Context: an optimization exercise on an open-source flow, tuned for small area, a short achievable clock period and few clock cycles per item. The choices shown serve that exercise and are no tape-out recipe.
At most, simulation tests tie the RTL to the original design; equivalence was not proved.
Power is estimated from default activity; no workload was simulated.

== alpha ==
// wildcard_pattern_matcher
module wildcard_pattern_matcher (
   input  logic        clock,
   input  logic        reset,
   input  logic        req_tvalid,
   output logic        req_tready,
   input  logic [7:0]  req_tdata,    
   input  logic [0:0]  req_tuser,    
   output logic        rsp_tvalid,
   input  logic        rsp_tready,
   output logic [7:0]  rsp_tdata,    
   input  logic        csr_valid,
   output logic        csr_ready,
   input  logic [2:0]  csr_index,
   input  logic [63:0] csr_data
);
For scale: about 1500 cells after synthesis, roughly 380 flip-flops, roughly 18000 µm² of cells after synthesis.
==> module wpm_csr_regs, before the edit <==
module wpm_csr_regs (
   input  logic         clock,
   input  logic         reset,
   input  logic         csr_valid,
   output logic         csr_ready,
   input  logic [2:0]   csr_index,
   input  logic [63:0]  csr_data,
   output logic [255:0] pattern,
   output logic [31:0]  star,
   output logic [5:0]   used_len
);
   logic [63:0] wdata;
   logic [7:0]  wstar;
   logic [5:0]  wlen;
   logic [4:0]  we;
   assign csr_ready = 1'b1;
   assign wdata = csr_data & {64{~reset}};
   always_comb begin
      for (int k = 0; k < 8; k++)
         wstar[k] = (wdata[8*k +: 8] == wpm_pkg::STAR_CHAR);
   end
   assign wlen  = (csr_data[5] & (|csr_data[4:0])) ? 6'd32 : csr_data[5:0];
   always_comb begin
      for (int w = 0; w < 5; w++)
         we[w] = reset | (csr_valid && csr_index == 3'(w));
   end
   always_ff @(posedge clock) begin
      for (int w = 0; w < 4; w++)
         if (we[w]) begin
            pattern[64*w +: 64] <= wdata;
            star[8*w +: 8]      <= wstar;
         end
      if (we[4]) used_len <= wlen & {6{~reset}};
   end
endmodule
==> module wpm_column_unit, before the edit <==
module wpm_column_unit (
   input  logic         clock,
   input  logic         reset,
   input  logic         accept,
   input  logic         req_char,     
   input  logic [7:0]   req_data,
   input  logic [255:0] pattern,
   input  logic [31:0]  star,
   input  logic [5:0]   used_len,
   output logic         step_valid,
   output logic         matched,
   output logic         alive
);
   localparam int N      = 32;
   localparam int LEVELS = 5;
   logic [N:0]   column_ff;
   logic [N:1]   hit_in;
   logic [N:1]   hit_ff;
   logic         char_ff;
   logic         valid_ff;
   logic [N:1]   is_star;
   logic [N:1]   gen;
   logic [N:0]   col_mask;
   logic [N:1]   gen_lv  [0:LEVELS];
   logic [N:1]   prop_lv [0:LEVELS];
   logic [7:0]   pat_ch;
   always_comb begin
      for (int i = 1; i <= N; i++) begin
         pat_ch     = pattern[8*(i-1) +: 8];
         is_star[i] = star[i-1];
         hit_in[i]  = req_char &&
                      (pat_ch == wpm_pkg::QUESTION_CHAR || pat_ch == req_data);
      end
   end
   always_ff @(posedge clock) begin
      hit_ff  <= hit_in;
      char_ff <= req_char;
   end
   always_ff @(posedge clock) begin
      if (reset)
         valid_ff <= 1'b0;
      else
         valid_ff <= accept;
   end
   assign step_valid = valid_ff;
   always_comb begin
      for (int i = 1; i <= N; i++) begin
         if (is_star[i])
            gen[i] = (char_ff && column_ff[i]) || (i == 1 && !char_ff);
         else
            gen[i] = hit_ff[i] && column_ff[i-1];
      end
   end
   always_comb begin
      gen_lv[0]  = gen;
      prop_lv[0] = is_star;
      prop_lv[0][1] = 1'b0;
      for (int lv = 0; lv < LEVELS; lv++) begin
         for (int i = 1; i <= N; i++) begin
            if (i - (1 << lv) >= 1) begin
               gen_lv[lv+1][i]  = gen_lv[lv][i]
                                | (prop_lv[lv][i] & gen_lv[lv][i - (1 << lv)]);
               prop_lv[lv+1][i] = prop_lv[lv][i] & prop_lv[lv][i - (1 << lv)];
            end else begin
               gen_lv[lv+1][i]  = gen_lv[lv][i];
               prop_lv[lv+1][i] = prop_lv[lv][i];
            end
         end
      end
   end
   always_comb begin
      for (int i = 0; i <= N; i++)
         col_mask[i] = (6'(i) <= used_len);
   end
   always_ff @(posedge clock) begin
      if (reset)
         column_ff <= (N+1)'(1);
      else if (valid_ff)
         column_ff <= {gen_lv[LEVELS], !char_ff} & col_mask;
   end
   assign matched = column_ff[used_len];
   assign alive   = |column_ff;
endmodule
clock: 5.5 ns
lec_check: 0
abc_clock_period_in_ps: 2000
cap_margin: 20
core_margin: 2
core_utilization: 60
cts_cluster_diameter: 80
cts_cluster_size: 30
setup_slack_margin: 3.3
slew_margin: 20
run.sh (not shown) runs the stock make flow with config.mk's settings and CLKGATE_MAP_FILE= SYNTH_SCRIPT=/design/flow/synth_recipe.tcl, a recipe that flattens the netlist after the stock synthesis.
Testbench counts of alpha, summed over its fixed seeds: cycles 20,042, items 19,850.
## Diff of input files: beta against alpha
-- flow/design.v --
<<< alpha, line 25
         wstar[k] = (wdata[8*k +: 8] == wpm_pkg::STAR_CHAR);
   end
   assign wlen  = (csr_data[5] & (|csr_data[4:0])) ? 6'd32 : csr_data[5:0];
   always_comb begin
>>> beta, line 25
         wstar[k] = (wdata[8*k +: 8] == wpm_pkg::STAR_CHAR);
   end
   always_ff @(posedge clock) begin
      if (reset)
         star <= '0;
      else
         for (int w = 0; w < 4; w++)
            if (csr_valid && csr_index == 3'(w)) star[8*w +: 8] <= wstar;
   end
   assign wlen  = (csr_data[5] & (|csr_data[4:0])) ? 6'd32 : csr_data[5:0];
   always_comb begin
<<< alpha, line 32
   always_ff @(posedge clock) begin
      for (int w = 0; w < 4; w++)
         if (we[w]) begin
            pattern[64*w +: 64] <= wdata;
            star[8*w +: 8]      <= wstar;
         end
      if (we[4]) used_len <= wlen & {6{~reset}};
   end
>>> beta, line 39
   always_ff @(posedge clock) begin
      for (int w = 0; w < 4; w++)
         if (we[w]) pattern[64*w +: 64] <= wdata;
      if (we[4]) used_len <= wlen & {6{~reset}};
   end
<<< alpha, line 62
   logic [N:1]   gen;
   logic [N:0]   col_mask;
   logic [N:1]   gen_lv  [0:LEVELS];
   logic [N:1]   prop_lv [0:LEVELS];
>>> beta, line 66
   logic [N:1]   gen;
   logic [N:0]   col_mask;
   logic [N:0]   len_hot;
   logic [N:1]   gen_lv  [0:LEVELS];
   logic [N:1]   prop_lv [0:LEVELS];
<<< alpha, line 119
         column_ff <= {gen_lv[LEVELS], !char_ff} & col_mask;
   end
   assign matched = column_ff[used_len];
   assign alive   = |column_ff;
endmodule
>>> beta, line 124
         column_ff <= {gen_lv[LEVELS], !char_ff} & col_mask;
   end
   always_comb begin
      for (int i = 0; i <= N; i++)
         len_hot[i] = (used_len == 6'(i));
   end
   assign matched = |(column_ff & len_hot);
   assign alive   = |column_ff;
endmodule
### Flow results
Summary of the comparison: synthesized area divided by synthesized cell count is lower in beta, relative to alpha.
Critical path's largest stage delay was lower in the run labelled beta.
On power share of the clock group: beta sits above alpha.
Compared with alpha, beta shows a higher arrival time of data at the critical path endpoint.
beta: register-to-register setup slack 40 ps below alpha
Die area ended up 550 µm² higher on beta than on alpha.
Of beta and alpha, it is beta that has the lower share of the synthesized netlist area taken by xor and xnor gates.
In the tables for beta and alpha, power per unit of standard cell area reads lower with beta.
On final critical path time including I/O delays and setup: between beta and alpha, it ends up lower for alpha.
Worst hold margin in beta is 5.3 ps above alpha.
Comparing beta and alpha, proportion of layout cells with a drive suffix above 1 is higher on beta.
Across beta and alpha, the outcome is the same: a clean finish for every run.
For beta, only the layout was checked, not whether the RTL still works.

==> what the ideal ports hide <==
The flow's constraints put no driver on any port. The routed layouts listed below were extracted and timed again, unchanged, in two steps.
Step 1 assumes that a clkbuf_16 drives the clock port and a buf_2 every other input.
Step 2, shift: input delay + t, output delay - t, t = (earliest + latest rising clock arrival at the registers) / 2. This alone moves slack from input paths to output paths.
a / b / c = ideal ports / drivers / drivers and shift; a / b = the first two.
run	t (ns)	slack for setup (ns)	hold slack, ns	pins driven straight from the clock port
alpha	0.577	3.180 / 3.180 / 2.716	0.519 / 0.519 / 0.519	1
beta	0.591	3.140 / 3.140 / 2.729	0.524 / 0.524 / 0.524	1
After both steps every run listed still meets setup and hold. For alpha, which loses most, drivers alone change the setup slack by 0.000 ns; drivers and shift together by -0.464 ns.
